Background: an optimization exercise with open tools, aiming at small area. Do not read the settings as production practice. In this exercise RTL edits were held to simulation tests only and were not proved equivalent to the original. Power is estimated from default activity; no workload was simulated.

Design clustered_greens_rom, start of the top module:
module clustered_greens_rom (
  input  logic         clk,
  input  logic         rst,
  input  logic [7:0]   me,
  input  logic [23:0]  coords_x,
  input  logic [23:0]  coords_y,
  input  logic [23:0]  coords_z,
  output logic [255:0] rdata
);
  logic [7:0][3:0] e_in;
  logic [23:0]     l_in;
  logic [3:0]      t_in;
  logic [2:0]      c_in;
  for (genvar p = 0; p < 8; p++) begin : g_enc
    grom_enc enc_i (
      .i ({coords_z[3*p +: 3], coords_y[3*p +: 3], coords_x[3*p +: 3]}),
      .o (e_in[p])
    );
    assign l_in[3*p +: 3] = e_in[p][2:0];
  end
  for (genvar j = 0; j < 4; j++) begin : g_pair
    assign t_in[j] = e_in[j][3] | e_in[7-j][3];
  end
  assign c_in = {coords_z[0], coords_y[0], coords_x[0]};
  logic [5:0][23:0] l_q;
  logic [5:0][3:0]  t_q;
  logic [4:0][2:0]  c_q;
  logic             par_5e, par_5o;
  logic [7:0]       maj_5;
  logic [7:0][24:0] v_5;
  logic [7:0][24:0] v_6;
  always_ff @(posedge clk) begin
    l_q[0] <= l_in;
    t_q[0] <= t_in;
    c_q[0] <= c_in;
    for (int i = 1; i < 6; i++) begin
      l_q[i] <= l_q[i-1];
      t_q[i] <= t_q[i-1];
    end
    for (int i = 1; i < 5; i++) c_q[i] <= c_q[i-1];
    par_5e <= ^c_q[4];
    par_5o <= ~^c_q[4];
    for (int q = 0; q < 8; q++) begin
  ...
For scale: about 1,800 cells after synthesis, roughly 15,000 sq um of cells after synthesis.
clock: 3.0 ns
lec_check: 0
cap_margin: 20
core_margin: 2
core_utilization: 45
gpl_timing_driven: 0
setup_slack_margin: 0.15
slew_margin: 20
standard.sh (not shown) runs the stock make flow with config.mk's settings and CLKGATE_MAP_FILE= SYNTH_SCRIPT=/design/flow/synth_recipe.tcl, a recipe that flattens the netlist after the stock synthesis.
==> flow/flow/run.sh <==
#!/bin/bash
# Own flow: the standard layout (standard.sh) with two changes:
#  - synthesis: ABC maps the combinational logic with flow/abc_area.script instead of ORFS's
#    script, and Yosys's full-adder extraction is skipped (the logic is already gate-level);
#    registers, flattening and renaming are the standard synthesis's.
#  - placement: the port buffers are sky130_fd_sc_hd__buf_1 (every input and output port still
#    gets one) instead of the resizer's choice of a clkdlybuf4s50 delay cell.
set -euo pipefail
W=$PWD
{
  echo 'proc abc {args} {'
  echo '  set i [lsearch -exact $args -script]'
  echo "  if {\$i >= 0} { lset args [expr {\$i + 1}] $W/flow/abc_area.script }"
  echo '  yosys abc {*}$args'
  echo '}'
  echo '# adders stay plain logic for ABC'
  echo 'proc extract_fa {args} {}'
  cat synth_recipe.tcl
} > own_synth.tcl
export BUFFER_PORTS_ARGS="-buffer_cell sky130_fd_sc_hd__buf_1"
bash standard.sh SYNTH_SCRIPT="$W/own_synth.tcl" synth > synth_make.log 2>&1
bash standard.sh SYNTH_SCRIPT="$W/own_synth.tcl" finish > layout_make.log 2>&1
==> flow/flow/abc_area.script <==
strash
dch -f
amap
topo
upsize -D 2000
dnsize -D 2000
topo
stime -c
The baseline finished with timing, DRC and antenna clean.
Rerun with:
--- a/flow/flow/run.sh
+++ b/flow/flow/run.sh
@@ -6,4 +6,6 @@
 #  - placement: the port buffers are sky130_fd_sc_hd__buf_1 (every input and output port still
 #    gets one) instead of the resizer's choice of a clkdlybuf4s50 delay cell.
+#  - clock tree: TritonCTS with smaller sink clusters of clkbuf_4/clkbuf_8 leaf buffers and no
+#    dummy loads; it is still a balanced tree from the clock port to every register.
 set -euo pipefail
 W=$PWD
@@ -19,4 +21,5 @@
 } > own_synth.tcl
 export BUFFER_PORTS_ARGS="-buffer_cell sky130_fd_sc_hd__buf_1"
+export CTS_ARGS="-sink_clustering_enable -repair_clock_nets -dont_use_dummy_load -sink_clustering_size 20 -sink_clustering_max_diameter 60 -buf_list {sky130_fd_sc_hd__clkbuf_4 sky130_fd_sc_hd__clkbuf_8}"
 bash standard.sh SYNTH_SCRIPT="$W/own_synth.tcl" synth > synth_make.log 2>&1
 bash standard.sh SYNTH_SCRIPT="$W/own_synth.tcl" finish > layout_make.log 2>&1
Flip-flop and latch count is unchanged.
Maximum frequency increases by a few percent.
Setup slack improved by 89 ps.
Total power decreases by about a fifth.
Rerun with:
--- a/flow/flow/run.sh
+++ b/flow/flow/run.sh
@@ -1,7 +1,9 @@
 #!/bin/bash
-# Own flow: the standard layout (standard.sh) with two changes:
+# Own flow: the standard layout (standard.sh) with these changes:
 #  - synthesis: ABC maps the combinational logic with flow/abc_area.script instead of ORFS's
 #    script, and Yosys's full-adder extraction is skipped (the logic is already gate-level);
 #    registers, flattening and renaming are the standard synthesis's.
+#  - floorplan: the buffers synthesis leaves (Yosys's insbuf on aliased nets) are removed
+#    (REMOVE_ABC_BUFFERS=1), as the standard flow does with timing-driven placement.
 #  - placement: the port buffers are sky130_fd_sc_hd__buf_1 (every input and output port still
 #    gets one) instead of the resizer's choice of a clkdlybuf4s50 delay cell.
@@ -23,3 +25,3 @@
 export CTS_ARGS="-sink_clustering_enable -repair_clock_nets -dont_use_dummy_load -sink_clustering_size 20 -sink_clustering_max_diameter 60 -buf_list {sky130_fd_sc_hd__clkbuf_4 sky130_fd_sc_hd__clkbuf_8}"
 bash standard.sh SYNTH_SCRIPT="$W/own_synth.tcl" synth > synth_make.log 2>&1
-bash standard.sh SYNTH_SCRIPT="$W/own_synth.tcl" finish > layout_make.log 2>&1
+bash standard.sh SYNTH_SCRIPT="$W/own_synth.tcl" REMOVE_ABC_BUFFERS=1 finish > layout_make.log 2>&1
Effect: The changed run went through all stages and came out clean; area after synthesis is unchanged; first-iteration DRC count grows by well over a third; hold slack improved by 31 ps; total power shrinks slightly; setup slack got worse by 140 ps; core utilization shrinks by 1.2 points.

* * *

v25:
clustered_greens_rom, a different RTL version from the one above (not shown whole).
Size: ~340 I/O pins, ~0.014 sq mm of cells after synthesis.
// clustered_greens_rom
module clustered_greens_rom (
  input  logic         clk,
  input  logic         rst,
  input  logic [7:0]   me,
  input  logic [23:0]  coords_x,
  input  logic [23:0]  coords_y,
  input  logic [23:0]  coords_z,
  output logic [255:0] rdata
);
  logic [7:0][3:0] e_in;
  logic [23:0]     l_in;
  logic [3:0]      t_in;
  logic [2:0]      c_in;
  for (genvar p = 0; p < 8; p++) begin : g_enc
    grom_enc enc_i (
      .i ({coords_z[3*p +: 3], coords_y[3*p +: 3], coords_x[3*p +: 3]}),
      .o (e_in[p])
    );
    assign l_in[3*p +: 3] = e_in[p][2:0];
  end
  for (genvar j = 0; j < 4; j++) begin : g_pair
    assign t_in[j] = e_in[j][3] | e_in[7-j][3];
  end
  assign c_in = {coords_z[0], coords_y[0], coords_x[0]};
  logic [5:0][23:0] l_q;
  logic [5:0][3:0]  t_q;
  logic [5:0][2:0]  c_q;
  logic [23:0]      l_6;
  logic [3:0]       t_6;
  logic [7:0]       x_6;
  logic [7:0]       maj_6;
  always_ff @(posedge clk) begin
    l_q[0] <= l_in;
    t_q[0] <= t_in;
    c_q[0] <= c_in;
    for (int i = 1; i < 6; i++) begin
      l_q[i] <= l_q[i-1];
      t_q[i] <= t_q[i-1];
      c_q[i] <= c_q[i-1];
    end
    l_6 <= l_q[5];
    t_6 <= t_q[5];
    for (int q = 0; q < 8; q++) begin
      x_6[q]   <= (^(c_q[5] ^ 3'(q))) ^ l_q[5][3*q];
      maj_6[q] <= ((c_q[5][0] ^ q[0]) & (c_q[5][1] ^ q[1])) |
                  ((c_q[5][0] ^ q[0]) & (c_q[5][2] ^ q[2])) |
                  ((c_q[5][1] ^ q[1]) & (c_q[5][2] ^ q[2]));
    end
  end
  logic [7:0][24:0] v;
  for (genvar p = 0; p < 8; p++) begin : g_dec
  ...
Settings: LEC_CHECK=0, CAP_MARGIN=5, CORE_MARGIN=2, CORE_UTILIZATION=62, GPL_TIMING_DRIVEN=0, SETUP_SLACK_MARGIN=0.1, SLEW_MARGIN=5; clock period 3.0 ns.
==> flow/flow/run.sh <==
#!/bin/bash
# Own flow: the standard layout (standard.sh) with these changes:
#  - synthesis: ABC maps the combinational logic with flow/abc_area.script instead of ORFS's
#    script, and Yosys's full-adder extraction is skipped (the logic is already gate-level);
#    registers, flattening and renaming are the standard synthesis's.
#  - floorplan: the buffers synthesis leaves (Yosys's insbuf on aliased nets) are removed
#    (REMOVE_ABC_BUFFERS=1), as the standard flow does with timing-driven placement.
#  - placement: the port buffers are sky130_fd_sc_hd__buf_1 (every input and output port still
#    gets one) instead of the resizer's choice of a clkdlybuf4s50 delay cell.
#  - clock tree: TritonCTS as standard but with no
#    dummy loads; it is still a balanced tree from the clock port to every register.
set -euo pipefail
W=$PWD
{
  echo 'proc abc {args} {'
  echo '  set i [lsearch -exact $args -script]'
  echo "  if {\$i >= 0} { lset args [expr {\$i + 1}] $W/flow/abc_area.script }"
  echo '  yosys abc {*}$args'
  echo '}'
  echo '# adders stay plain logic for ABC'
  echo 'proc extract_fa {args} {}'
  cat synth_recipe.tcl
} > own_synth.tcl
export BUFFER_PORTS_ARGS="-buffer_cell sky130_fd_sc_hd__buf_1"
export CTS_ARGS="-sink_clustering_enable -repair_clock_nets -dont_use_dummy_load"
bash standard.sh SYNTH_SCRIPT="$W/own_synth.tcl" synth > synth_make.log 2>&1
bash standard.sh SYNTH_SCRIPT="$W/own_synth.tcl" REMOVE_ABC_BUFFERS=1 finish > layout_make.log 2>&1
==> flow/flow/abc_area.script <==
strash
&get -n
&b -d
&dch -f
&nf -p -R 1000
&put
topo
upsize -D 1100
dnsize -D 1100
topo
stime -c
The inputs of v26 differ from those of v25 as listed below.
# v25
export LEC_CHECK = 0
export CAP_MARGIN = 5
export CORE_MARGIN = 2
export CORE_UTILIZATION = 62
export GPL_TIMING_DRIVEN = 0
export SETUP_SLACK_MARGIN = 0.1
export SLEW_MARGIN = 5
create_clock -name core_clock -period 3.0 [get_ports {clk}]
# v26
export LEC_CHECK = 0
export CAP_MARGIN = 20
export CORE_MARGIN = 2
export CORE_UTILIZATION = 70
export GPL_TIMING_DRIVEN = 0
export SETUP_SLACK_MARGIN = 0.1
export SLEW_MARGIN = 20
create_clock -name core_clock -period 3.0 [get_ports {clk}]
Results
Detail-routed via count per cell in v26 vs v25: up about 6%. Going from v25 to v26, the post-synthesis to final-layout area growth was found to have gone up by 0.31 points. Comparing v25 and v26, switching power share of the total is higher on v26. Diff v25 -> v26: design area essentially unchanged, total routed wirelength increased about 15%, total inserted antenna cells decreased 2, final period utilization increased 2.2 points, transition time of the tightest slew-check pin decreased 0.28 ns. v26 against v25: share of power burned in registers went down 0.4 points; hold slack went up 0.027 ns.
The inputs of v10 differ from those of v26 as listed below.
# v26
export LEC_CHECK = 0
export CAP_MARGIN = 20
export CORE_MARGIN = 2
export CORE_UTILIZATION = 70
export GPL_TIMING_DRIVEN = 0
export SETUP_SLACK_MARGIN = 0.1
export SLEW_MARGIN = 20
create_clock -name core_clock -period 3.0 [get_ports {clk}]
# v10
export LEC_CHECK = 0
export CAP_MARGIN = 20
export CORE_MARGIN = 2
export CORE_UTILIZATION = 62
export GPL_TIMING_DRIVEN = 0
export SETUP_SLACK_MARGIN = 0
export SLEW_MARGIN = 20
create_clock -name core_clock -period 3.0 [get_ports {clk}]
### Flow results
Area taken by flip-flops and latches, v26 and v10: higher on v26. The worst max-slew margin expressed relative to the limit reported for v10 is greater than that of v26 by 4.2 points. Row count in v10 vs v26: up 3. v10 against v26: final instance area decreased by 3.2% relative to the old numbers; worst setup slack closely matched the old numbers; final period demand of the worst path closely matched the old numbers. v10: transition time at the pin with the least slew margin is 0.059 ns lower than what v26 reported. Area added between synthesis and finish came out lower on v10 than on v26. Compared with v26, v10 shows power that has gone down by a few percent. Per the comparison of v10 with v26, number of global-route vias before repair saw a decrease; cell count saw a decrease.
For v27, these inputs were changed with respect to v10:
--- a/flow/flow/run.sh
+++ b/flow/flow/run.sh
@@ -10 +10 @@
-#  - clock tree: TritonCTS as standard but with no
+#  - clock tree: TritonCTS with smaller sink clusters of clkbuf_4/clkbuf_8 leaf buffers and no
@@ -25 +25 @@
-export CTS_ARGS="-sink_clustering_enable -repair_clock_nets -dont_use_dummy_load"
+export CTS_ARGS="-sink_clustering_enable -repair_clock_nets -dont_use_dummy_load -sink_clustering_size 24 -sink_clustering_max_diameter 70 -buf_list {sky130_fd_sc_hd__clkbuf_4 sky130_fd_sc_hd__clkbuf_8}"
Results
Measured against each other, v27 and v10 differ in number of global-route vias before repair, the lower figure coming from v27.
Across both runs, part of the power in the clock network was lower for v27 than for v10.
Summary: hold slack, v27 worse than v10
Comparing v27 with v10, the final standard cell count with taps included and fillers excluded came out essentially unchanged.
In the tables for v27 and v10, achievable clock frequency reads lower with v10.
When v27 is set beside v10, its routing usage on met1 turns out to be 0.26 points smaller.

[port drivers added, routing unchanged]
Ports are ideal in the flow. The routed layouts listed here were re-timed in OpenROAD. Step 1, drivers: a clkbuf_16 drives clk and a buf_2 each remaining input, both assumed. Step 2 times the ports against the registers' clock, not the clock port: input delays grow and output delays shrink by t, the midpoint of the rising clock arrivals with the driver on. a / b / c = ideal ports / drivers / drivers and shift; a / b = the first two.
| run | t (ns) | slack for setup (ns) | worst setup path at the end | worst register clock-pin slew, ns | pins driven straight from the clock port |
|---|---|---|---|---|---|
| the first run of note 1 | 0.580 | 0.207 / 0.207 / 0.207 | register to register | 0.07 / 0.07 | 1 |
| the second run of note 1 | 0.615 | 0.296 / 0.296 / 0.296 | register to register | 0.11 / 0.11 | 1 |
| the third run of note 1 | 0.629 | 0.157 / 0.157 / 0.157 | register to register | 0.11 / 0.11 | 1 |
| v25 | 0.499 | 0.141 / 0.102 / 0.602 | register to output | 0.06 / 0.06 | 1 |
| v26 | 0.508 | 0.074 / 0.032 / 0.540 | register to output | 0.07 / 0.07 | 1 |
| v10 | 0.502 | 0.075 / 0.037 / 0.538 | register to output | 0.06 / 0.06 | 1 |
| v27 | 0.501 | 0.095 / 0.062 / 0.563 | register to output | 0.12 / 0.12 | 1 |
After both steps setup and hold are still met in every run listed.
